What follows belongs to an exercise in optimizing a design on an open flow for small area; a production flow would make more cautious choices.
The RTL was checked by simulation tests, not by an equivalence proof against the original design.
Power figures rest on the tool's default switching activity, not on a simulated workload.

==> flow/design.v <==
package matrix_pkg;
    localparam int ELEM_W = 4;                    
    localparam int RES_W  = 9;                    
    typedef logic signed [ELEM_W-1:0] elem_t;     
    typedef logic signed [RES_W-1:0]  res_t;      
    typedef struct packed {
        elem_t m11;                               
        elem_t m12;                               
        elem_t m21;                               
        elem_t m22;                               
    } mat_in_t;
    typedef struct packed {
        res_t m11;
        res_t m12;
        res_t m21;
        res_t m22;
    } mat_out_t;
    typedef enum logic [2:0] {
        OP_ADD       = 3'd0,                      
        OP_SUB       = 3'd1,                      
        OP_SCALE     = 3'd2,                      
        OP_MUL       = 3'd3,                      
        OP_TRANSPOSE = 3'd4,                      
        OP_ADJ       = 3'd5,                      
        OP_DET       = 3'd6                       
    } op_t;
    typedef struct packed {
        mat_out_t sum;                            
        mat_out_t diff;                           
        mat_out_t scaled;                         
    } ew_results_t;
    function automatic res_t widen(input elem_t e);
        res_t w;
        w = e;                                    
        widen = w;
    endfunction
    function automatic mat_out_t widen_mat(input mat_in_t m);
        mat_out_t w;
        w.m11 = widen(m.m11);
        w.m12 = widen(m.m12);
        w.m21 = widen(m.m21);
        w.m22 = widen(m.m22);
        widen_mat = w;
    endfunction
endpackage
`timescale 1ns/1ps
module csa_fa (
    input  logic a,
    input  logic b,
    input  logic c,
    output logic s,
    output logic co
);
    assign s  = a ^ b ^ c;
    assign co = (a & b) | (a & c) | (b & c);
endmodule
module csa_ha (
    input  logic a,
    input  logic b,
    output logic s,
    output logic co
);
    assign s  = a ^ b;
    assign co = a & b;
endmodule
module pp_nor (
    input  logic an,
    input  logic bn,
    output logic y
);
    assign y = ~(an | bn);
endmodule
`timescale 1ns/1ps
module matrix_alu (
    input  logic        clk,
    input  logic        reset,
    input  logic        start,
    input  logic [2:0]  op,
    input  logic [15:0] a,
    input  logic [15:0] b,
    input  logic [3:0]  scalar,
    output logic [35:0] result,
    output logic [8:0]  det,
    output logic        singular,
    output logic        done
);
    logic [2:0]  opr;       
    logic [15:0] ar;        
    logic [15:0] br;        
    always_ff @(posedge clk) begin
        if (reset) done <= 1'b0;
        else       done <= start;
    end
    logic [15:0] a_in;
    always_comb begin
        case (op)
            3'd4:    a_in = {a[15:12], a[7:4], a[11:8], a[3:0]};
            3'd5:    a_in = {a[3:0], a[11:8], a[7:4], a[15:12]};
            default: a_in = a;
        endcase
    end
    logic [15:0] b_in;
    always_comb begin
        case (op)
            3'd2:       b_in = {scalar, 8'd0, scalar};
            3'd4, 3'd5: b_in = '0;
            default:    b_in = b;
        endcase
    end
    always_ff @(posedge clk) begin
        if (reset) begin
            opr       <= 3'd7;
            ar[15:8]  <= 8'd0;
        end else if (start) begin
            opr       <= (op == 3'd7) ? 3'd6 : op;
            ar[15:8]  <= a_in[15:8];
        end
    end
    always_ff @(posedge clk) begin
        if (start) begin
            ar[7:0] <= a_in[7:0];
            br      <= b_in;
        end
    end
    logic [3:0] a11, a12, a21, a22, b11, b12, b21, b22;
    assign {a11, a12, a21, a22} = ar;
    assign {b11, b12, b21, b22} = br;
    logic [8:0] p11, p12, p21, p22;
    logic [7:0] dv;
    logic [8:0] s11, s12, s21, s22;
    wire [3:0] a11_n = ~a11;
    wire [3:0] a12_n = ~a12;
    wire [3:0] a21_n = ~a21;
    wire [3:0] a22_n = ~a22;
    wire [3:0] b11_n = ~b11;
    wire [3:0] b12_n = ~b12;
    wire [3:0] b21_n = ~b21;
    wire [3:0] b22_n = ~b22;
    wire pp_a110_b110;
    pp_nor u_pp_a110_b110 (.an(a11_n[0]), .bn(b11_n[0]), .y(pp_a110_b110));
    wire pp_a110_b111;
    pp_nor u_pp_a110_b111 (.an(a11_n[0]), .bn(b11_n[1]), .y(pp_a110_b111));
    wire pp_a110_b112;
    pp_nor u_pp_a110_b112 (.an(a11_n[0]), .bn(b11_n[2]), .y(pp_a110_b112));
    wire pp_a111_b110;
    pp_nor u_pp_a111_b110 (.an(a11_n[1]), .bn(b11_n[0]), .y(pp_a111_b110));
    wire pp_a111_b111;
    pp_nor u_pp_a111_b111 (.an(a11_n[1]), .bn(b11_n[1]), .y(pp_a111_b111));
    wire pp_a111_b112;
    pp_nor u_pp_a111_b112 (.an(a11_n[1]), .bn(b11_n[2]), .y(pp_a111_b112));
    wire pp_a112_b110;
    pp_nor u_pp_a112_b110 (.an(a11_n[2]), .bn(b11_n[0]), .y(pp_a112_b110));
    wire pp_a112_b111;
    pp_nor u_pp_a112_b111 (.an(a11_n[2]), .bn(b11_n[1]), .y(pp_a112_b111));
    wire pp_a112_b112;
    pp_nor u_pp_a112_b112 (.an(a11_n[2]), .bn(b11_n[2]), .y(pp_a112_b112));
    wire pp_a113_b113;
    pp_nor u_pp_a113_b113 (.an(a11_n[3]), .bn(b11_n[3]), .y(pp_a113_b113));
    wire pp_a120_b210;
    pp_nor u_pp_a120_b210 (.an(a12_n[0]), .bn(b21_n[0]), .y(pp_a120_b210));
    wire pp_a120_b211;
    pp_nor u_pp_a120_b211 (.an(a12_n[0]), .bn(b21_n[1]), .y(pp_a120_b211));
    wire pp_a120_b212;
    pp_nor u_pp_a120_b212 (.an(a12_n[0]), .bn(b21_n[2]), .y(pp_a120_b212));
    wire pp_a121_b210;
    pp_nor u_pp_a121_b210 (.an(a12_n[1]), .bn(b21_n[0]), .y(pp_a121_b210));
    wire pp_a121_b211;
    pp_nor u_pp_a121_b211 (.an(a12_n[1]), .bn(b21_n[1]), .y(pp_a121_b211));
    wire pp_a121_b212;
    pp_nor u_pp_a121_b212 (.an(a12_n[1]), .bn(b21_n[2]), .y(pp_a121_b212));
    wire pp_a122_b210;
    pp_nor u_pp_a122_b210 (.an(a12_n[2]), .bn(b21_n[0]), .y(pp_a122_b210));
    wire pp_a122_b211;
    pp_nor u_pp_a122_b211 (.an(a12_n[2]), .bn(b21_n[1]), .y(pp_a122_b211));
    wire pp_a122_b212;
    pp_nor u_pp_a122_b212 (.an(a12_n[2]), .bn(b21_n[2]), .y(pp_a122_b212));
    wire pp_a123_b213;
    pp_nor u_pp_a123_b213 (.an(a12_n[3]), .bn(b21_n[3]), .y(pp_a123_b213));
    wire p11_0, p11_1;
    csa_ha u_p11_0 (.a(pp_a110_b110), .b(pp_a120_b210), .s(p11_0), .co(p11_1));
    wire p11_2, p11_3;
    csa_fa u_p11_2 (.a(pp_a110_b111), .b(pp_a111_b110), .c(pp_a120_b211), .s(p11_2), .co(p11_3));
    wire p11_4, p11_5;
    csa_fa u_p11_4 (.a(pp_a121_b210), .b(p11_1), .c(p11_2), .s(p11_4), .co(p11_5));
    wire p11_6, p11_7;
    csa_fa u_p11_6 (.a(pp_a110_b112), .b(pp_a111_b111), .c(pp_a112_b110), .s(p11_6), .co(p11_7));
    wire p11_8, p11_9;
    csa_fa u_p11_8 (.a(pp_a120_b212), .b(pp_a121_b211), .c(pp_a122_b210), .s(p11_8), .co(p11_9));
    wire p11_10, p11_11;
    csa_fa u_p11_10 (.a(p11_3), .b(p11_6), .c(p11_8), .s(p11_10), .co(p11_11));
    wire p11_12, p11_13;
    csa_ha u_p11_12 (.a(p11_5), .b(p11_10), .s(p11_12), .co(p11_13));
    wire p11_14, p11_15;
    csa_fa u_p11_14 (.a(~(a11[0] & b11[3])), .b(pp_a111_b112), .c(pp_a112_b111), .s(p11_14), .co(p11_15));
    wire p11_16, p11_17;
    csa_fa u_p11_16 (.a(~(a11[3] & b11[0])), .b(~(a12[0] & b21[3])), .c(pp_a121_b212), .s(p11_16), .co(p11_17));
    wire p11_18, p11_19;
    csa_fa u_p11_18 (.a(pp_a122_b211), .b(~(a12[3] & b21[0])), .c(p11_7), .s(p11_18), .co(p11_19));
    wire p11_20, p11_21;
    csa_fa u_p11_20 (.a(p11_9), .b(p11_14), .c(p11_16), .s(p11_20), .co(p11_21));
    wire p11_22, p11_23;
    csa_fa u_p11_22 (.a(p11_11), .b(p11_18), .c(p11_20), .s(p11_22), .co(p11_23));
    wire p11_24, p11_25;
    csa_ha u_p11_24 (.a(p11_13), .b(p11_22), .s(p11_24), .co(p11_25));
    wire p11_26, p11_27;
    csa_fa u_p11_26 (.a(~(a11[1] & b11[3])), .b(pp_a112_b112), .c(~(a11[3] & b11[1])), .s(p11_26), .co(p11_27));
    wire p11_28, p11_29;
    csa_fa u_p11_28 (.a(~(a12[1] & b21[3])), .b(pp_a122_b212), .c(~(a12[3] & b21[1])), .s(p11_28), .co(p11_29));
    wire p11_30, p11_31;
    csa_fa u_p11_30 (.a(p11_15), .b(p11_17), .c(p11_26), .s(p11_30), .co(p11_31));
    wire p11_32, p11_33;
    csa_fa u_p11_32 (.a(p11_28), .b(p11_19), .c(p11_21), .s(p11_32), .co(p11_33));
    wire p11_34, p11_35;
    csa_fa u_p11_34 (.a(p11_30), .b(p11_32), .c(p11_23), .s(p11_34), .co(p11_35));
    wire p11_36, p11_37;
    csa_ha u_p11_36 (.a(p11_25), .b(p11_34), .s(p11_36), .co(p11_37));
    wire p11_38 = ~(~(a11[2] & b11[3]) ^ ~(a11[3] & b11[2]));
    wire p11_39 = ~(a11[2] & b11[3]) | ~(a11[3] & b11[2]);
    wire p11_40, p11_41;
    csa_fa u_p11_40 (.a(~(a12[2] & b21[3])), .b(~(a12[3] & b21[2])), .c(p11_38), .s(p11_40), .co(p11_41));
    wire p11_42, p11_43;
    csa_fa u_p11_42 (.a(p11_27), .b(p11_29), .c(p11_40), .s(p11_42), .co(p11_43));
    wire p11_44, p11_45;
    csa_fa u_p11_44 (.a(p11_31), .b(p11_42), .c(p11_33), .s(p11_44), .co(p11_45));
    wire p11_46, p11_47;
    csa_fa u_p11_46 (.a(p11_44), .b(p11_35), .c(p11_37), .s(p11_46), .co(p11_47));
    wire p11_48, p11_49;
    csa_fa u_p11_48 (.a(pp_a113_b113), .b(pp_a123_b213), .c(p11_39), .s(p11_48), .co(p11_49));
    wire p11_50, p11_51;
    csa_fa u_p11_50 (.a(p11_41), .b(p11_48), .c(p11_43), .s(p11_50), .co(p11_51));
    wire p11_52, p11_53;
    csa_fa u_p11_52 (.a(p11_50), .b(p11_45), .c(p11_47), .s(p11_52), .co(p11_53));
    wire p11_54, p11_55;
    csa_fa u_p11_54 (.a(p11_49), .b(p11_51), .c(p11_53), .s(p11_54), .co(p11_55));
    wire p11_56 = ~p11_55;
    wire pp_a110_b120;
    pp_nor u_pp_a110_b120 (.an(a11_n[0]), .bn(b12_n[0]), .y(pp_a110_b120));
    wire pp_a110_b121;
    pp_nor u_pp_a110_b121 (.an(a11_n[0]), .bn(b12_n[1]), .y(pp_a110_b121));
    wire pp_a110_b122;
    pp_nor u_pp_a110_b122 (.an(a11_n[0]), .bn(b12_n[2]), .y(pp_a110_b122));
    wire pp_a111_b120;
    pp_nor u_pp_a111_b120 (.an(a11_n[1]), .bn(b12_n[0]), .y(pp_a111_b120));
    wire pp_a111_b121;
    pp_nor u_pp_a111_b121 (.an(a11_n[1]), .bn(b12_n[1]), .y(pp_a111_b121));
    wire pp_a111_b122;
    pp_nor u_pp_a111_b122 (.an(a11_n[1]), .bn(b12_n[2]), .y(pp_a111_b122));
    wire pp_a112_b120;
    pp_nor u_pp_a112_b120 (.an(a11_n[2]), .bn(b12_n[0]), .y(pp_a112_b120));
    wire pp_a112_b121;
    pp_nor u_pp_a112_b121 (.an(a11_n[2]), .bn(b12_n[1]), .y(pp_a112_b121));
    wire pp_a112_b122;
    pp_nor u_pp_a112_b122 (.an(a11_n[2]), .bn(b12_n[2]), .y(pp_a112_b122));
    wire pp_a113_b123;
    pp_nor u_pp_a113_b123 (.an(a11_n[3]), .bn(b12_n[3]), .y(pp_a113_b123));
    wire pp_a120_b220;
    pp_nor u_pp_a120_b220 (.an(a12_n[0]), .bn(b22_n[0]), .y(pp_a120_b220));
    wire pp_a120_b221;
    pp_nor u_pp_a120_b221 (.an(a12_n[0]), .bn(b22_n[1]), .y(pp_a120_b221));
    wire pp_a120_b222;
    pp_nor u_pp_a120_b222 (.an(a12_n[0]), .bn(b22_n[2]), .y(pp_a120_b222));
    wire pp_a121_b220;
    pp_nor u_pp_a121_b220 (.an(a12_n[1]), .bn(b22_n[0]), .y(pp_a121_b220));
    wire pp_a121_b221;
    pp_nor u_pp_a121_b221 (.an(a12_n[1]), .bn(b22_n[1]), .y(pp_a121_b221));
    wire pp_a121_b222;
    pp_nor u_pp_a121_b222 (.an(a12_n[1]), .bn(b22_n[2]), .y(pp_a121_b222));
    wire pp_a122_b220;
    pp_nor u_pp_a122_b220 (.an(a12_n[2]), .bn(b22_n[0]), .y(pp_a122_b220));
    wire pp_a122_b221;
    pp_nor u_pp_a122_b221 (.an(a12_n[2]), .bn(b22_n[1]), .y(pp_a122_b221));
    wire pp_a122_b222;
    pp_nor u_pp_a122_b222 (.an(a12_n[2]), .bn(b22_n[2]), .y(pp_a122_b222));
    wire pp_a123_b223;
    pp_nor u_pp_a123_b223 (.an(a12_n[3]), .bn(b22_n[3]), .y(pp_a123_b223));
    wire p12_57, p12_58;
    csa_ha u_p12_57 (.a(pp_a110_b120), .b(pp_a120_b220), .s(p12_57), .co(p12_58));
    wire p12_59, p12_60;
    csa_fa u_p12_59 (.a(pp_a110_b121), .b(pp_a111_b120), .c(pp_a120_b221), .s(p12_59), .co(p12_60));
    wire p12_61, p12_62;
    csa_fa u_p12_61 (.a(pp_a121_b220), .b(p12_58), .c(p12_59), .s(p12_61), .co(p12_62));
    wire p12_63, p12_64;
    csa_fa u_p12_63 (.a(pp_a110_b122), .b(pp_a111_b121), .c(pp_a112_b120), .s(p12_63), .co(p12_64));
    wire p12_65, p12_66;
    csa_fa u_p12_65 (.a(pp_a120_b222), .b(pp_a121_b221), .c(pp_a122_b220), .s(p12_65), .co(p12_66));
    wire p12_67, p12_68;
    csa_fa u_p12_67 (.a(p12_60), .b(p12_63), .c(p12_65), .s(p12_67), .co(p12_68));
    wire p12_69, p12_70;
    csa_ha u_p12_69 (.a(p12_62), .b(p12_67), .s(p12_69), .co(p12_70));
    wire p12_71, p12_72;
    csa_fa u_p12_71 (.a(~(a11[0] & b12[3])), .b(pp_a111_b122), .c(pp_a112_b121), .s(p12_71), .co(p12_72));
    wire p12_73, p12_74;
    csa_fa u_p12_73 (.a(~(a11[3] & b12[0])), .b(~(a12[0] & b22[3])), .c(pp_a121_b222), .s(p12_73), .co(p12_74));
    wire p12_75, p12_76;
    csa_fa u_p12_75 (.a(pp_a122_b221), .b(~(a12[3] & b22[0])), .c(p12_64), .s(p12_75), .co(p12_76));
    wire p12_77, p12_78;
    csa_fa u_p12_77 (.a(p12_66), .b(p12_71), .c(p12_73), .s(p12_77), .co(p12_78));
    wire p12_79, p12_80;
    csa_fa u_p12_79 (.a(p12_68), .b(p12_75), .c(p12_77), .s(p12_79), .co(p12_80));
    wire p12_81, p12_82;
    csa_ha u_p12_81 (.a(p12_70), .b(p12_79), .s(p12_81), .co(p12_82));
    wire p12_83, p12_84;
    csa_fa u_p12_83 (.a(~(a11[1] & b12[3])), .b(pp_a112_b122), .c(~(a11[3] & b12[1])), .s(p12_83), .co(p12_84));
    wire p12_85, p12_86;
    csa_fa u_p12_85 (.a(~(a12[1] & b22[3])), .b(pp_a122_b222), .c(~(a12[3] & b22[1])), .s(p12_85), .co(p12_86));
    wire p12_87, p12_88;
    csa_fa u_p12_87 (.a(p12_72), .b(p12_74), .c(p12_83), .s(p12_87), .co(p12_88));
    wire p12_89, p12_90;
    csa_fa u_p12_89 (.a(p12_85), .b(p12_76), .c(p12_78), .s(p12_89), .co(p12_90));
    wire p12_91, p12_92;
    csa_fa u_p12_91 (.a(p12_87), .b(p12_89), .c(p12_80), .s(p12_91), .co(p12_92));
    wire p12_93, p12_94;
    csa_ha u_p12_93 (.a(p12_82), .b(p12_91), .s(p12_93), .co(p12_94));
    wire p12_95 = ~(~(a11[2] & b12[3]) ^ ~(a11[3] & b12[2]));
    wire p12_96 = ~(a11[2] & b12[3]) | ~(a11[3] & b12[2]);
    wire p12_97, p12_98;
    csa_fa u_p12_97 (.a(~(a12[2] & b22[3])), .b(~(a12[3] & b22[2])), .c(p12_95), .s(p12_97), .co(p12_98));
    wire p12_99, p12_100;
    csa_fa u_p12_99 (.a(p12_84), .b(p12_86), .c(p12_97), .s(p12_99), .co(p12_100));
    wire p12_101, p12_102;
    csa_fa u_p12_101 (.a(p12_88), .b(p12_99), .c(p12_90), .s(p12_101), .co(p12_102));
    wire p12_103, p12_104;
    csa_fa u_p12_103 (.a(p12_101), .b(p12_92), .c(p12_94), .s(p12_103), .co(p12_104));
    wire p12_105, p12_106;
    csa_fa u_p12_105 (.a(pp_a113_b123), .b(pp_a123_b223), .c(p12_96), .s(p12_105), .co(p12_106));
    wire p12_107, p12_108;
    csa_fa u_p12_107 (.a(p12_98), .b(p12_105), .c(p12_100), .s(p12_107), .co(p12_108));
    wire p12_109, p12_110;
    csa_fa u_p12_109 (.a(p12_107), .b(p12_102), .c(p12_104), .s(p12_109), .co(p12_110));
    wire p12_111, p12_112;
    csa_fa u_p12_111 (.a(p12_106), .b(p12_108), .c(p12_110), .s(p12_111), .co(p12_112));
    wire p12_113 = ~p12_112;
    wire pp_a210_b110;
    pp_nor u_pp_a210_b110 (.an(a21_n[0]), .bn(b11_n[0]), .y(pp_a210_b110));
    wire pp_a210_b111;
    pp_nor u_pp_a210_b111 (.an(a21_n[0]), .bn(b11_n[1]), .y(pp_a210_b111));
    wire pp_a210_b112;
    pp_nor u_pp_a210_b112 (.an(a21_n[0]), .bn(b11_n[2]), .y(pp_a210_b112));
    wire pp_a211_b110;
    pp_nor u_pp_a211_b110 (.an(a21_n[1]), .bn(b11_n[0]), .y(pp_a211_b110));
    wire pp_a211_b111;
    pp_nor u_pp_a211_b111 (.an(a21_n[1]), .bn(b11_n[1]), .y(pp_a211_b111));
    wire pp_a211_b112;
    pp_nor u_pp_a211_b112 (.an(a21_n[1]), .bn(b11_n[2]), .y(pp_a211_b112));
    wire pp_a212_b110;
    pp_nor u_pp_a212_b110 (.an(a21_n[2]), .bn(b11_n[0]), .y(pp_a212_b110));
    wire pp_a212_b111;
    pp_nor u_pp_a212_b111 (.an(a21_n[2]), .bn(b11_n[1]), .y(pp_a212_b111));
    wire pp_a212_b112;
    pp_nor u_pp_a212_b112 (.an(a21_n[2]), .bn(b11_n[2]), .y(pp_a212_b112));
    wire pp_a213_b113;
    pp_nor u_pp_a213_b113 (.an(a21_n[3]), .bn(b11_n[3]), .y(pp_a213_b113));
    wire pp_a220_b210;
    pp_nor u_pp_a220_b210 (.an(a22_n[0]), .bn(b21_n[0]), .y(pp_a220_b210));
    wire pp_a220_b211;
    pp_nor u_pp_a220_b211 (.an(a22_n[0]), .bn(b21_n[1]), .y(pp_a220_b211));
    wire pp_a220_b212;
    pp_nor u_pp_a220_b212 (.an(a22_n[0]), .bn(b21_n[2]), .y(pp_a220_b212));
    wire pp_a221_b210;
    pp_nor u_pp_a221_b210 (.an(a22_n[1]), .bn(b21_n[0]), .y(pp_a221_b210));
    wire pp_a221_b211;
    pp_nor u_pp_a221_b211 (.an(a22_n[1]), .bn(b21_n[1]), .y(pp_a221_b211));
    wire pp_a221_b212;
    pp_nor u_pp_a221_b212 (.an(a22_n[1]), .bn(b21_n[2]), .y(pp_a221_b212));
    wire pp_a222_b210;
    pp_nor u_pp_a222_b210 (.an(a22_n[2]), .bn(b21_n[0]), .y(pp_a222_b210));
    wire pp_a222_b211;
    pp_nor u_pp_a222_b211 (.an(a22_n[2]), .bn(b21_n[1]), .y(pp_a222_b211));
    wire pp_a222_b212;
    pp_nor u_pp_a222_b212 (.an(a22_n[2]), .bn(b21_n[2]), .y(pp_a222_b212));
    wire pp_a223_b213;
    pp_nor u_pp_a223_b213 (.an(a22_n[3]), .bn(b21_n[3]), .y(pp_a223_b213));
    wire p21_114, p21_115;
    csa_ha u_p21_114 (.a(pp_a210_b110), .b(pp_a220_b210), .s(p21_114), .co(p21_115));
    wire p21_116, p21_117;
    csa_fa u_p21_116 (.a(pp_a210_b111), .b(pp_a211_b110), .c(pp_a220_b211), .s(p21_116), .co(p21_117));
    wire p21_118, p21_119;
    csa_fa u_p21_118 (.a(pp_a221_b210), .b(p21_115), .c(p21_116), .s(p21_118), .co(p21_119));
    wire p21_120, p21_121;
    csa_fa u_p21_120 (.a(pp_a210_b112), .b(pp_a211_b111), .c(pp_a212_b110), .s(p21_120), .co(p21_121));
    wire p21_122, p21_123;
    csa_fa u_p21_122 (.a(pp_a220_b212), .b(pp_a221_b211), .c(pp_a222_b210), .s(p21_122), .co(p21_123));
    wire p21_124, p21_125;
    csa_fa u_p21_124 (.a(p21_117), .b(p21_120), .c(p21_122), .s(p21_124), .co(p21_125));
    wire p21_126, p21_127;
    csa_ha u_p21_126 (.a(p21_119), .b(p21_124), .s(p21_126), .co(p21_127));
    wire p21_128, p21_129;
    csa_fa u_p21_128 (.a(~(a21[0] & b11[3])), .b(pp_a211_b112), .c(pp_a212_b111), .s(p21_128), .co(p21_129));
    wire p21_130, p21_131;
    csa_fa u_p21_130 (.a(~(a21[3] & b11[0])), .b(~(a22[0] & b21[3])), .c(pp_a221_b212), .s(p21_130), .co(p21_131));
    wire p21_132, p21_133;
    csa_fa u_p21_132 (.a(pp_a222_b211), .b(~(a22[3] & b21[0])), .c(p21_121), .s(p21_132), .co(p21_133));
    wire p21_134, p21_135;
    csa_fa u_p21_134 (.a(p21_123), .b(p21_128), .c(p21_130), .s(p21_134), .co(p21_135));
    wire p21_136, p21_137;
    csa_fa u_p21_136 (.a(p21_125), .b(p21_132), .c(p21_134), .s(p21_136), .co(p21_137));
    wire p21_138, p21_139;
    csa_ha u_p21_138 (.a(p21_127), .b(p21_136), .s(p21_138), .co(p21_139));
    wire p21_140, p21_141;
    csa_fa u_p21_140 (.a(~(a21[1] & b11[3])), .b(pp_a212_b112), .c(~(a21[3] & b11[1])), .s(p21_140), .co(p21_141));
    wire p21_142, p21_143;
    csa_fa u_p21_142 (.a(~(a22[1] & b21[3])), .b(pp_a222_b212), .c(~(a22[3] & b21[1])), .s(p21_142), .co(p21_143));
    wire p21_144, p21_145;
    csa_fa u_p21_144 (.a(p21_129), .b(p21_131), .c(p21_140), .s(p21_144), .co(p21_145));
    wire p21_146, p21_147;
    csa_fa u_p21_146 (.a(p21_142), .b(p21_133), .c(p21_135), .s(p21_146), .co(p21_147));
    wire p21_148, p21_149;
    csa_fa u_p21_148 (.a(p21_144), .b(p21_146), .c(p21_137), .s(p21_148), .co(p21_149));
    wire p21_150, p21_151;
    csa_ha u_p21_150 (.a(p21_139), .b(p21_148), .s(p21_150), .co(p21_151));
    wire p21_152 = ~(~(a21[2] & b11[3]) ^ ~(a21[3] & b11[2]));
    wire p21_153 = ~(a21[2] & b11[3]) | ~(a21[3] & b11[2]);
    wire p21_154, p21_155;
    csa_fa u_p21_154 (.a(~(a22[2] & b21[3])), .b(~(a22[3] & b21[2])), .c(p21_152), .s(p21_154), .co(p21_155));
    wire p21_156, p21_157;
    csa_fa u_p21_156 (.a(p21_141), .b(p21_143), .c(p21_154), .s(p21_156), .co(p21_157));
    wire p21_158, p21_159;
    csa_fa u_p21_158 (.a(p21_145), .b(p21_156), .c(p21_147), .s(p21_158), .co(p21_159));
    wire p21_160, p21_161;
    csa_fa u_p21_160 (.a(p21_158), .b(p21_149), .c(p21_151), .s(p21_160), .co(p21_161));
    wire p21_162, p21_163;
    csa_fa u_p21_162 (.a(pp_a213_b113), .b(pp_a223_b213), .c(p21_153), .s(p21_162), .co(p21_163));
    wire p21_164, p21_165;
    csa_fa u_p21_164 (.a(p21_155), .b(p21_162), .c(p21_157), .s(p21_164), .co(p21_165));
    wire p21_166, p21_167;
    csa_fa u_p21_166 (.a(p21_164), .b(p21_159), .c(p21_161), .s(p21_166), .co(p21_167));
    wire p21_168, p21_169;
    csa_fa u_p21_168 (.a(p21_163), .b(p21_165), .c(p21_167), .s(p21_168), .co(p21_169));
    wire p21_170 = ~p21_169;
    wire pp_a210_b120;
    pp_nor u_pp_a210_b120 (.an(a21_n[0]), .bn(b12_n[0]), .y(pp_a210_b120));
    wire pp_a210_b121;
    pp_nor u_pp_a210_b121 (.an(a21_n[0]), .bn(b12_n[1]), .y(pp_a210_b121));
    wire pp_a210_b122;
    pp_nor u_pp_a210_b122 (.an(a21_n[0]), .bn(b12_n[2]), .y(pp_a210_b122));
    wire pp_a211_b120;
    pp_nor u_pp_a211_b120 (.an(a21_n[1]), .bn(b12_n[0]), .y(pp_a211_b120));
    wire pp_a211_b121;
    pp_nor u_pp_a211_b121 (.an(a21_n[1]), .bn(b12_n[1]), .y(pp_a211_b121));
    wire pp_a211_b122;
    pp_nor u_pp_a211_b122 (.an(a21_n[1]), .bn(b12_n[2]), .y(pp_a211_b122));
    wire pp_a212_b120;
    pp_nor u_pp_a212_b120 (.an(a21_n[2]), .bn(b12_n[0]), .y(pp_a212_b120));
    wire pp_a212_b121;
    pp_nor u_pp_a212_b121 (.an(a21_n[2]), .bn(b12_n[1]), .y(pp_a212_b121));
    wire pp_a212_b122;
    pp_nor u_pp_a212_b122 (.an(a21_n[2]), .bn(b12_n[2]), .y(pp_a212_b122));
    wire pp_a213_b123;
    pp_nor u_pp_a213_b123 (.an(a21_n[3]), .bn(b12_n[3]), .y(pp_a213_b123));
    wire pp_a220_b220;
    pp_nor u_pp_a220_b220 (.an(a22_n[0]), .bn(b22_n[0]), .y(pp_a220_b220));
    wire pp_a220_b221;
    pp_nor u_pp_a220_b221 (.an(a22_n[0]), .bn(b22_n[1]), .y(pp_a220_b221));
    wire pp_a220_b222;
    pp_nor u_pp_a220_b222 (.an(a22_n[0]), .bn(b22_n[2]), .y(pp_a220_b222));
    wire pp_a221_b220;
    pp_nor u_pp_a221_b220 (.an(a22_n[1]), .bn(b22_n[0]), .y(pp_a221_b220));
    wire pp_a221_b221;
    pp_nor u_pp_a221_b221 (.an(a22_n[1]), .bn(b22_n[1]), .y(pp_a221_b221));
    wire pp_a221_b222;
    pp_nor u_pp_a221_b222 (.an(a22_n[1]), .bn(b22_n[2]), .y(pp_a221_b222));
    wire pp_a222_b220;
    pp_nor u_pp_a222_b220 (.an(a22_n[2]), .bn(b22_n[0]), .y(pp_a222_b220));
    wire pp_a222_b221;
    pp_nor u_pp_a222_b221 (.an(a22_n[2]), .bn(b22_n[1]), .y(pp_a222_b221));
    wire pp_a222_b222;
    pp_nor u_pp_a222_b222 (.an(a22_n[2]), .bn(b22_n[2]), .y(pp_a222_b222));
    wire pp_a223_b223;
    pp_nor u_pp_a223_b223 (.an(a22_n[3]), .bn(b22_n[3]), .y(pp_a223_b223));
    wire p22_171, p22_172;
    csa_ha u_p22_171 (.a(pp_a210_b120), .b(pp_a220_b220), .s(p22_171), .co(p22_172));
    wire p22_173, p22_174;
    csa_fa u_p22_173 (.a(pp_a210_b121), .b(pp_a211_b120), .c(pp_a220_b221), .s(p22_173), .co(p22_174));
    wire p22_175, p22_176;
    csa_fa u_p22_175 (.a(pp_a221_b220), .b(p22_172), .c(p22_173), .s(p22_175), .co(p22_176));
    wire p22_177, p22_178;
    csa_fa u_p22_177 (.a(pp_a210_b122), .b(pp_a211_b121), .c(pp_a212_b120), .s(p22_177), .co(p22_178));
    wire p22_179, p22_180;
    csa_fa u_p22_179 (.a(pp_a220_b222), .b(pp_a221_b221), .c(pp_a222_b220), .s(p22_179), .co(p22_180));
    wire p22_181, p22_182;
    csa_fa u_p22_181 (.a(p22_174), .b(p22_177), .c(p22_179), .s(p22_181), .co(p22_182));
    wire p22_183, p22_184;
    csa_ha u_p22_183 (.a(p22_176), .b(p22_181), .s(p22_183), .co(p22_184));
    wire p22_185, p22_186;
    csa_fa u_p22_185 (.a(~(a21[0] & b12[3])), .b(pp_a211_b122), .c(pp_a212_b121), .s(p22_185), .co(p22_186));
    wire p22_187, p22_188;
    csa_fa u_p22_187 (.a(~(a21[3] & b12[0])), .b(~(a22[0] & b22[3])), .c(pp_a221_b222), .s(p22_187), .co(p22_188));
    wire p22_189, p22_190;
    csa_fa u_p22_189 (.a(pp_a222_b221), .b(~(a22[3] & b22[0])), .c(p22_178), .s(p22_189), .co(p22_190));
    wire p22_191, p22_192;
    csa_fa u_p22_191 (.a(p22_180), .b(p22_185), .c(p22_187), .s(p22_191), .co(p22_192));
    wire p22_193, p22_194;
    csa_fa u_p22_193 (.a(p22_182), .b(p22_189), .c(p22_191), .s(p22_193), .co(p22_194));
    wire p22_195, p22_196;
    csa_ha u_p22_195 (.a(p22_184), .b(p22_193), .s(p22_195), .co(p22_196));
    wire p22_197, p22_198;
    csa_fa u_p22_197 (.a(~(a21[1] & b12[3])), .b(pp_a212_b122), .c(~(a21[3] & b12[1])), .s(p22_197), .co(p22_198));
    wire p22_199, p22_200;
    csa_fa u_p22_199 (.a(~(a22[1] & b22[3])), .b(pp_a222_b222), .c(~(a22[3] & b22[1])), .s(p22_199), .co(p22_200));
    wire p22_201, p22_202;
    csa_fa u_p22_201 (.a(p22_186), .b(p22_188), .c(p22_197), .s(p22_201), .co(p22_202));
    wire p22_203, p22_204;
    csa_fa u_p22_203 (.a(p22_199), .b(p22_190), .c(p22_192), .s(p22_203), .co(p22_204));
    wire p22_205, p22_206;
    csa_fa u_p22_205 (.a(p22_201), .b(p22_203), .c(p22_194), .s(p22_205), .co(p22_206));
    wire p22_207, p22_208;
    csa_ha u_p22_207 (.a(p22_196), .b(p22_205), .s(p22_207), .co(p22_208));
    wire p22_209 = ~(~(a21[2] & b12[3]) ^ ~(a21[3] & b12[2]));
    wire p22_210 = ~(a21[2] & b12[3]) | ~(a21[3] & b12[2]);
    wire p22_211, p22_212;
    csa_fa u_p22_211 (.a(~(a22[2] & b22[3])), .b(~(a22[3] & b22[2])), .c(p22_209), .s(p22_211), .co(p22_212));
    wire p22_213, p22_214;
    csa_fa u_p22_213 (.a(p22_198), .b(p22_200), .c(p22_211), .s(p22_213), .co(p22_214));
    wire p22_215, p22_216;
    csa_fa u_p22_215 (.a(p22_202), .b(p22_213), .c(p22_204), .s(p22_215), .co(p22_216));
    wire p22_217, p22_218;
    csa_fa u_p22_217 (.a(p22_215), .b(p22_206), .c(p22_208), .s(p22_217), .co(p22_218));
    wire p22_219, p22_220;
    csa_fa u_p22_219 (.a(pp_a213_b123), .b(pp_a223_b223), .c(p22_210), .s(p22_219), .co(p22_220));
    wire p22_221, p22_222;
    csa_fa u_p22_221 (.a(p22_212), .b(p22_219), .c(p22_214), .s(p22_221), .co(p22_222));
    wire p22_223, p22_224;
    csa_fa u_p22_223 (.a(p22_221), .b(p22_216), .c(p22_218), .s(p22_223), .co(p22_224));
    wire p22_225, p22_226;
    csa_fa u_p22_225 (.a(p22_220), .b(p22_222), .c(p22_224), .s(p22_225), .co(p22_226));
    wire p22_227 = ~p22_226;
    wire pp_a110_a220;
    pp_nor u_pp_a110_a220 (.an(a11_n[0]), .bn(a22_n[0]), .y(pp_a110_a220));
    wire pp_a110_a221;
    pp_nor u_pp_a110_a221 (.an(a11_n[0]), .bn(a22_n[1]), .y(pp_a110_a221));
    wire pp_a110_a222;
    pp_nor u_pp_a110_a222 (.an(a11_n[0]), .bn(a22_n[2]), .y(pp_a110_a222));
    wire pp_a111_a220;
    pp_nor u_pp_a111_a220 (.an(a11_n[1]), .bn(a22_n[0]), .y(pp_a111_a220));
    wire pp_a111_a221;
    pp_nor u_pp_a111_a221 (.an(a11_n[1]), .bn(a22_n[1]), .y(pp_a111_a221));
    wire pp_a111_a222;
    pp_nor u_pp_a111_a222 (.an(a11_n[1]), .bn(a22_n[2]), .y(pp_a111_a222));
    wire pp_a112_a220;
    pp_nor u_pp_a112_a220 (.an(a11_n[2]), .bn(a22_n[0]), .y(pp_a112_a220));
    wire pp_a112_a221;
    pp_nor u_pp_a112_a221 (.an(a11_n[2]), .bn(a22_n[1]), .y(pp_a112_a221));
    wire pp_a112_a222;
    pp_nor u_pp_a112_a222 (.an(a11_n[2]), .bn(a22_n[2]), .y(pp_a112_a222));
    wire pp_a113_a223;
    pp_nor u_pp_a113_a223 (.an(a11_n[3]), .bn(a22_n[3]), .y(pp_a113_a223));
    wire pp_a120_a213;
    pp_nor u_pp_a120_a213 (.an(a12_n[0]), .bn(a21_n[3]), .y(pp_a120_a213));
    wire pp_a121_a213;
    pp_nor u_pp_a121_a213 (.an(a12_n[1]), .bn(a21_n[3]), .y(pp_a121_a213));
    wire pp_a122_a213;
    pp_nor u_pp_a122_a213 (.an(a12_n[2]), .bn(a21_n[3]), .y(pp_a122_a213));
    wire pp_a123_a210;
    pp_nor u_pp_a123_a210 (.an(a12_n[3]), .bn(a21_n[0]), .y(pp_a123_a210));
    wire pp_a123_a211;
    pp_nor u_pp_a123_a211 (.an(a12_n[3]), .bn(a21_n[1]), .y(pp_a123_a211));
    wire pp_a123_a212;
    pp_nor u_pp_a123_a212 (.an(a12_n[3]), .bn(a21_n[2]), .y(pp_a123_a212));
    wire d_228 = ~(pp_a110_a220 ^ ~(a12[0] & a21[0]));
    wire d_229 = pp_a110_a220 | ~(a12[0] & a21[0]);
    wire d_230 = ~(pp_a110_a221 ^ pp_a111_a220);
    wire d_231 = pp_a110_a221 | pp_a111_a220;
    wire d_232, d_233;
    csa_fa u_d_232 (.a(~(a12[0] & a21[1])), .b(~(a12[1] & a21[0])), .c(d_229), .s(d_232), .co(d_233));
    wire d_234, d_235;
    csa_ha u_d_234 (.a(d_230), .b(d_232), .s(d_234), .co(d_235));
    wire d_236 = ~(pp_a110_a222 ^ pp_a111_a221);
    wire d_237 = pp_a110_a222 | pp_a111_a221;
    wire d_238, d_239;
    csa_fa u_d_238 (.a(pp_a112_a220), .b(~(a12[0] & a21[2])), .c(~(a12[1] & a21[1])), .s(d_238), .co(d_239));
    wire d_240, d_241;
    csa_fa u_d_240 (.a(~(a12[2] & a21[0])), .b(d_231), .c(d_236), .s(d_240), .co(d_241));
    wire d_242, d_243;
    csa_fa u_d_242 (.a(d_238), .b(d_233), .c(d_240), .s(d_242), .co(d_243));
    wire d_244, d_245;
    csa_ha u_d_244 (.a(d_235), .b(d_242), .s(d_244), .co(d_245));
    wire d_246 = ~(~(a11[0] & a22[3]) ^ pp_a111_a222);
    wire d_247 = ~(a11[0] & a22[3]) | pp_a111_a222;
    wire d_248, d_249;
    csa_fa u_d_248 (.a(pp_a112_a221), .b(~(a11[3] & a22[0])), .c(pp_a120_a213), .s(d_248), .co(d_249));
    wire d_250, d_251;
    csa_fa u_d_250 (.a(~(a12[1] & a21[2])), .b(~(a12[2] & a21[1])), .c(pp_a123_a210), .s(d_250), .co(d_251));
    wire d_252, d_253;
    csa_fa u_d_252 (.a(d_237), .b(d_246), .c(d_239), .s(d_252), .co(d_253));
    wire d_254, d_255;
    csa_fa u_d_254 (.a(d_248), .b(d_250), .c(d_241), .s(d_254), .co(d_255));
    wire d_256, d_257;
    csa_fa u_d_256 (.a(d_252), .b(d_254), .c(d_243), .s(d_256), .co(d_257));
    wire d_258, d_259;
    csa_ha u_d_258 (.a(d_245), .b(d_256), .s(d_258), .co(d_259));
    wire d_260 = ~(~(a11[1] & a22[3]) ^ pp_a112_a222);
    wire d_261 = ~(a11[1] & a22[3]) | pp_a112_a222;
    wire d_262, d_263;
    csa_fa u_d_262 (.a(~(a11[3] & a22[1])), .b(pp_a121_a213), .c(~(a12[2] & a21[2])), .s(d_262), .co(d_263));
    wire d_264, d_265;
    csa_fa u_d_264 (.a(pp_a123_a211), .b(d_247), .c(d_260), .s(d_264), .co(d_265));
    wire d_266, d_267;
    csa_fa u_d_266 (.a(d_249), .b(d_251), .c(d_262), .s(d_266), .co(d_267));
    wire d_268, d_269;
    csa_fa u_d_268 (.a(d_264), .b(d_253), .c(d_266), .s(d_268), .co(d_269));
    wire d_270, d_271;
    csa_fa u_d_270 (.a(d_255), .b(d_268), .c(d_257), .s(d_270), .co(d_271));
    wire d_272, d_273;
    csa_ha u_d_272 (.a(d_259), .b(d_270), .s(d_272), .co(d_273));
    wire d_274, d_275;
    csa_fa u_d_274 (.a(~(a11[2] & a22[3])), .b(~(a11[3] & a22[2])), .c(pp_a122_a213), .s(d_274), .co(d_275));
    wire d_276, d_277;
    csa_fa u_d_276 (.a(pp_a123_a212), .b(d_261), .c(d_263), .s(d_276), .co(d_277));
    wire d_278, d_279;
    csa_fa u_d_278 (.a(d_274), .b(d_265), .c(d_267), .s(d_278), .co(d_279));
    wire d_280, d_281;
    csa_fa u_d_280 (.a(d_276), .b(d_278), .c(d_269), .s(d_280), .co(d_281));
    wire d_282, d_283;
    csa_fa u_d_282 (.a(d_280), .b(d_271), .c(d_273), .s(d_282), .co(d_283));
    wire d_284, d_285;
    csa_fa u_d_284 (.a(pp_a113_a223), .b(~(a12[3] & a21[3])), .c(d_275), .s(d_284), .co(d_285));
    wire d_286, d_287;
    csa_fa u_d_286 (.a(d_277), .b(d_284), .c(d_279), .s(d_286), .co(d_287));
    wire d_288, d_289;
    csa_fa u_d_288 (.a(d_286), .b(d_281), .c(d_283), .s(d_288), .co(d_289));
    wire d_290 = d_285 ^ d_287;
    wire d_291 = d_290 ^ d_289;
    wire sub_292 = opr[0] & ~opr[2];
    wire s11_293 = b11[0] ^ sub_292;
    wire s11_294 = b11[1] ^ sub_292;
    wire s11_295 = b11[2] ^ sub_292;
    wire s11_296 = b11[3] ^ sub_292;
    wire s11_297, s11_298;
    csa_fa u_s11_297 (.a(a11[0]), .b(s11_293), .c(sub_292), .s(s11_297), .co(s11_298));
    wire s11_299, s11_300;
    csa_fa u_s11_299 (.a(a11[1]), .b(s11_294), .c(s11_298), .s(s11_299), .co(s11_300));
    wire s11_301, s11_302;
    csa_fa u_s11_301 (.a(a11[2]), .b(s11_295), .c(s11_300), .s(s11_301), .co(s11_302));
    wire s11_303, s11_304;
    csa_fa u_s11_303 (.a(a11[3]), .b(s11_296), .c(s11_302), .s(s11_303), .co(s11_304));
    wire s11_305 = a11[3] ^ s11_296 ^ s11_304;
    wire s12_306 = b12[0] ^ sub_292;
    wire s12_307 = b12[1] ^ sub_292;
    wire s12_308 = b12[2] ^ sub_292;
    wire s12_309 = b12[3] ^ sub_292;
    wire s12_310 = opr[2] & opr[0];
    wire s12_311 = a12[0] ^ s12_310;
    wire s12_312 = a12[1] ^ s12_310;
    wire s12_313 = a12[2] ^ s12_310;
    wire s12_314 = a12[3] ^ s12_310;
    wire s12_315 = opr[0];
    wire s12_316, s12_317;
    csa_fa u_s12_316 (.a(s12_311), .b(s12_306), .c(s12_315), .s(s12_316), .co(s12_317));
    wire s12_318, s12_319;
    csa_fa u_s12_318 (.a(s12_312), .b(s12_307), .c(s12_317), .s(s12_318), .co(s12_319));
    wire s12_320, s12_321;
    csa_fa u_s12_320 (.a(s12_313), .b(s12_308), .c(s12_319), .s(s12_320), .co(s12_321));
    wire s12_322, s12_323;
    csa_fa u_s12_322 (.a(s12_314), .b(s12_309), .c(s12_321), .s(s12_322), .co(s12_323));
    wire s12_324 = s12_314 ^ s12_309 ^ s12_323;
    wire s21_325 = b21[0] ^ sub_292;
    wire s21_326 = b21[1] ^ sub_292;
    wire s21_327 = b21[2] ^ sub_292;
    wire s21_328 = b21[3] ^ sub_292;
    wire s21_329 = opr[2] & opr[0];
    wire s21_330 = a21[0] ^ s21_329;
    wire s21_331 = a21[1] ^ s21_329;
    wire s21_332 = a21[2] ^ s21_329;
    wire s21_333 = a21[3] ^ s21_329;
    wire s21_334 = opr[0];
    wire s21_335, s21_336;
    csa_fa u_s21_335 (.a(s21_330), .b(s21_325), .c(s21_334), .s(s21_335), .co(s21_336));
    wire s21_337, s21_338;
    csa_fa u_s21_337 (.a(s21_331), .b(s21_326), .c(s21_336), .s(s21_337), .co(s21_338));
    wire s21_339, s21_340;
    csa_fa u_s21_339 (.a(s21_332), .b(s21_327), .c(s21_338), .s(s21_339), .co(s21_340));
    wire s21_341, s21_342;
    csa_fa u_s21_341 (.a(s21_333), .b(s21_328), .c(s21_340), .s(s21_341), .co(s21_342));
    wire s21_343 = s21_333 ^ s21_328 ^ s21_342;
    wire s22_344 = b22[0] ^ sub_292;
    wire s22_345 = b22[1] ^ sub_292;
    wire s22_346 = b22[2] ^ sub_292;
    wire s22_347 = b22[3] ^ sub_292;
    wire s22_348, s22_349;
    csa_fa u_s22_348 (.a(a22[0]), .b(s22_344), .c(sub_292), .s(s22_348), .co(s22_349));
    wire s22_350, s22_351;
    csa_fa u_s22_350 (.a(a22[1]), .b(s22_345), .c(s22_349), .s(s22_350), .co(s22_351));
    wire s22_352, s22_353;
    csa_fa u_s22_352 (.a(a22[2]), .b(s22_346), .c(s22_351), .s(s22_352), .co(s22_353));
    wire s22_354, s22_355;
    csa_fa u_s22_354 (.a(a22[3]), .b(s22_347), .c(s22_353), .s(s22_354), .co(s22_355));
    wire s22_356 = a22[3] ^ s22_347 ^ s22_355;
    assign p11 = {p11_56, p11_54, p11_52, p11_46, p11_36, p11_24, p11_12, p11_4, p11_0};
    assign p12 = {p12_113, p12_111, p12_109, p12_103, p12_93, p12_81, p12_69, p12_61, p12_57};
    assign p21 = {p21_170, p21_168, p21_166, p21_160, p21_150, p21_138, p21_126, p21_118, p21_114};
    assign p22 = {p22_227, p22_225, p22_223, p22_217, p22_207, p22_195, p22_183, p22_175, p22_171};
    assign dv = {d_291, d_288, d_282, d_272, d_258, d_244, d_234, d_228};
    assign s11 = {s11_305, s11_305, s11_305, s11_305, s11_305, s11_303, s11_301, s11_299, s11_297};
    assign s12 = {s12_324, s12_324, s12_324, s12_324, s12_324, s12_322, s12_320, s12_318, s12_316};
    assign s21 = {s21_343, s21_343, s21_343, s21_343, s21_343, s21_341, s21_339, s21_337, s21_335};
    assign s22 = {s22_356, s22_356, s22_356, s22_356, s22_356, s22_354, s22_352, s22_350, s22_348};
    logic zero_det;
    assign zero_det = (dv == 8'd0);
    function automatic logic [8:0] sx(input logic [3:0] e);
        sx = {{5{e[3]}}, e};
    endfunction
    logic [8:0] r11, r12, r21, r22;
    always_comb begin
        r11 = '0; r12 = '0; r21 = '0; r22 = '0;
        case (opr)
            3'd0, 3'd1, 3'd4: begin r11 = s11; r12 = s12; r21 = s21; r22 = s22; end
            3'd2, 3'd3: begin r11 = p11; r12 = p12; r21 = p21; r22 = p22; end
            3'd5: if (!zero_det) begin r11 = s11; r12 = s12; r21 = s21; r22 = s22; end
            default: ;
        endcase
    end
    assign result   = {r11, r12, r21, r22};
    assign det      = {dv[7], dv};
    assign singular = zero_det & (opr != 3'd7);
endmodule
==> flow/flow/run.sh <==
#!/bin/bash
# The standard layout, with the smallest buffer (buf_1) on every input and output port
# instead of the delay buffer buffer_ports picks on its own.
set -euo pipefail
cd "$(dirname "$0")/.."
export BUFFER_PORTS_ARGS="-buffer_cell sky130_fd_sc_hd__buf_1"
bash standard.sh > standard.log 2>&1
==> flow/standard.sh <==
#!/bin/bash
# synth_recipe.tcl (not shown) runs the flow's synth.tcl, then flattens the netlist and writes it again
# the make line also repeats each setting of config.mk as NAME=value (left out here)
make -C /OpenROAD-flow-scripts/flow DESIGN_CONFIG=/design/flow/config.mk WORK_HOME=/design/flow/orfs CLKGATE_MAP_FILE= SYNTH_SCRIPT=/design/flow/synth_recipe.tcl "${@:-finish}"
==> flow/config.mk <==
export PLATFORM = sky130hd
export DESIGN_NAME = matrix_alu
export DESIGN_NICKNAME = matrix_alu
export VERILOG_FILES = /design/flow/design.v
export SDC_FILE = /design/flow/constraint.sdc
export NUM_CORES = 4
export LEC_CHECK = 0
export CAP_MARGIN = 20
export CORE_MARGIN = 2
export CORE_UTILIZATION = 40
export CTS_BUF_LIST = sky130_fd_sc_hd__clkbuf_8
export SLEW_MARGIN = 20
export SYNTH_HIERARCHICAL = 1
==> flow/constraint.sdc <==
create_clock -name core_clock -period 8.0 [get_ports {clk}]
set_input_delay 1.6000 -clock core_clock [delete_from_list [all_inputs] [get_ports {clk}]]
set_output_delay 1.6000 -clock core_clock [all_outputs]
set_load 0.01 [all_outputs]
==> summary.txt <==
* Crit share post-route at 0.9220
* Worst Reg2Reg Path Length in Cells at 2
* Gates resized, CTS repair at 0
* Design area at 6854 sq um
* Hold Crit Depth at 2
* Setup Buffers After CTS at 0
* Initial antenna violation count at 1
* Hold Fails Final Rpt at 0
* Syn Area/Cell at 10.19 sq um
* Hold Path Class: flop to flop
* Vias at 4643
* Hpwl dp at 14130 microns
* Sequential area share after synthesis at 0.1523
* Yosys top cell area share at 0.4125
* Die ar. at 16790 sq um
* Finished Core Util at 0.4475
* Total congestion overflow at 0
* Unique masters post-synth at 40
* CP max FO at 20
* Pwr dens at 229.6 nW/um^2
* Min Hold Slack at 618.4 ps
* TritonCTS clock tree: yes
* Post-synthesis register bit count at 36
* Worst Hold End: ar[14]
* Worst Hold Launch: ar[14]
* CP Launch Type: flop
* RSZ-0062 raised after global routing: no
* CTS max path bufs at 2
* Number of synthesis warnings at 7
* H-tree depth at 2
* WP data required at 6400 ps
* Setup slack, reg-to-reg at 6860 ps
* Max-Cap Viols at 0
* Drc violations at 0
* Drt initial violations at 295
* # diodes at 0
* Routed Antenna Nets at 0
* CTS Buf Count at 5
* Hold Buf Count CTS at 0
* Setup crit end kind: output port
* Routability-driven placement congestion ratio at 0.9110
* Core area at 15310 sq um
* Die Y at 129.6 microns
* Synthesized area at 6310 sq um
* Overall global routing resource usage at 0.2182
* Routed WL at 17290 microns
* Fmax at 0.1356 GHz
* Critical path type: flop to output port
* Area contributors post-synth: fa_1 41%, edfxtp_1 11%, nor2_1 6.8%
* Post-DR wirelength/cell at 19.15 microns
* Initial core utilization at 0.4120
* # rows at 45
* Status: no timing/DRC/antenna violations
* Tmin final at 7376 ps
* Synth-to-Final Area Change at 8.626%
* Ports at 89
* First-pass GRT wire length at 27790 microns
* Syn Nets at 820
* Clock latency on the worst-skew pair at 280 ps
* Worst path arrival time at 5780 ps
* Clock transition at the registers of the reported paths at 70 ps
* Layout net count at 892
* Vias in the first global route at 5124
* Post-synth top area cell: fa_1
* DRT Pass-1 Iters at 5
* Peak VDD IR at 109.2 uV
* Max-slew violations at 0
* Worst Setup Slack, final at 624.0 ps
* Clk_skew at 0 ps
* # setup viols final at 0
* Rel. slew slack at 0.4752
* Setup TNS after final layout at 0 ps
* Crit Reg-Reg Endpoint: opr[0]
* Port Buf Inserts at 88
* Pre-CTS WS at 927.5 ps
* Post-DP Area at 6771 sq um
* CTS sink cnt at 36
* Post-Syn Instances at 619
* Largest net degree at the start of global routing at 48
* Worst R2R Start: opr[0]
* Root Driver: clkbuf_8
* Slew @ Worst Pin at 781.5 ps
* Leak at 2.766 nW
* Die width at 129.6 microns
* Vias/cell at 5.142
* Layout cell share with drive strength beyond 1 at 0.07370
layout by cell type (no fill, tap or decap), drive strengths merged, types with 8 or more instances in the layout:
master  instances
fa            130
nor2          115
buf            95
nand2          78
inv            58
xnor2          32
ha             29
edfxtp         24
o21ai          24
a22o           16
dfxtp          12
and2            9
mux2i           9
a22oi           8
mux2            8
a211oi          8
Yosys stat by module, one instance, submodules excluded:
module | area, sq um | flip-flops and latches
pp_nor | 3.754 | 0
csa_fa | 20.02 | 0
csa_ha | 12.51 | 0
matrix_alu | 3097 | 36
metal layers:
layer / vias up / track usage / wire length, microns
li1: 2112 / - / -
met3: 42 / 0.04170 / 1178
met1: 2308 / 0.2982 / 7454
met4: 2 / 0.07653 / 564
met5: - / 0 / 20
met2: 179 / 0.3499 / 8074
how the worst max path moves through the flow:
stage,start,slack (ps),to,cells past startpoint
final,ar[1],620,result[17],16
after global routing,ar[2],360,result[17],16
after CTS,ar[13],600,result[17],16
after detailed placement,ar[13],930,result[17],16
after global placement,ar[1],1080,result[17],16
after floorplan,ar[2],1830,result[10],16
registers in the layout, summed over array words and instances (netlist names):
name	cells
ar	16
br	16
done	1
opr	3
cells in the mapped netlist (all sizes together):
library cell    n
a211o           2
a211oi          8
a21oi           1
a22o           16
a22oi           8
a311o           1
a41o            1
a41oi           1
and2            9
and2b           1
buf            21
clkbuf         10
clkinv          1
dfxtp          12
edfxtp         24
fa            130
ha             29
inv            58
mux2            8
mux2i           9
nand2          78
nand2b          1
nand3           1
nand3b          1
nor2          115
nor2b           6
nor3b           2
nor4            1
o21a            1
o21ai          24
o22ai           4
xnor2          32
xnor3           3
final cells by class:
class / instances / area [sq um]
clock inverter: 3 / 13.76
multi-input combinational: 493 / 4933
inverter: 59 / 221.5
sequential: 36 / 960.9
timing repair buffer: 96 / 391.6
fill: 1543 / 8461
tap: 211 / 264.0
clock buffer: 5 / 68.82
stage by stage:
| step | std cells | total power [mW] |
|---|---|---|
| 5_1_grt | 903 | 1.734 |
| 6_report | 903 | 1.574 |
| 3_3_place_gp | 895 | 1.438 |
| 4_1_cts | 903 | 1.593 |
| 3_5_place_dp | 895 | 1.466 |
| 2_1_floorplan | 619 | 1.181 |
power breakdown:
group          total (mW)  switching (mW)  internal (mW)  leakage [nW]
Combinational        1.21           0.694          0.513          2.39
Sequential          0.247          0.0302          0.217         0.333
Clock               0.120          0.0612         0.0590        0.0453
Total                1.57           0.785          0.789          2.77
cell families (layout without fill, tap and decap cells):
family,count (synthesis),in the layout,share of synthesized area
AO/OA/AOI/OAI,67,67,0.08686
XOR/XNOR,35,35,0.05572
adder cells (fa/ha/maj),159,159,0.4700
buffers and inverters,90,163,0.06623
flip-flops,36,36,0.1523
multiplexers,17,17,0.02856
AND/OR/NAND/NOR,215,215,0.1404
worst max-delay path, stage by stage, from the launching register on:
cell and delay (ps):
edfxtp_1 580, inv_1 330, nor2_1 170, inv_1 50, ha_1 260, inv_1 40, fa_1 370, fa_1 480
fa_1 420, fa_1 440, ha_1 210, fa_1 380, fa_1 500, nor4_4 280, a41o_2 650, o22ai_1 140
buf_1 170

[separate check: timing with driven ports]
How much do the figures lean on ideal ports? The routed layout below was timed once more, with nothing changed but the port constraints. Step 1 sets driving cells, clkbuf_16 on the clock port and buf_2 on the other inputs (assumed; they add their load-dependent delay and slew). Step 2 times the ports against the registers' clock, not the clock port: input delays grow and output delays shrink by t, the midpoint of the rising clock arrivals with the driver on. a / b / c = ideal ports / drivers / drivers and shift; a / b = the first two.
t, ns: 0.309
slack for setup (ns): 0.624 / 0.595 / 0.905
hold slack, ns: 0.618 / 0.618 / 0.618
pins driven straight from the clock port: 1
After both steps this run still meets setup and hold. The setup slack of this run moves by -0.029 ns with the drivers and by +0.281 ns with both steps.
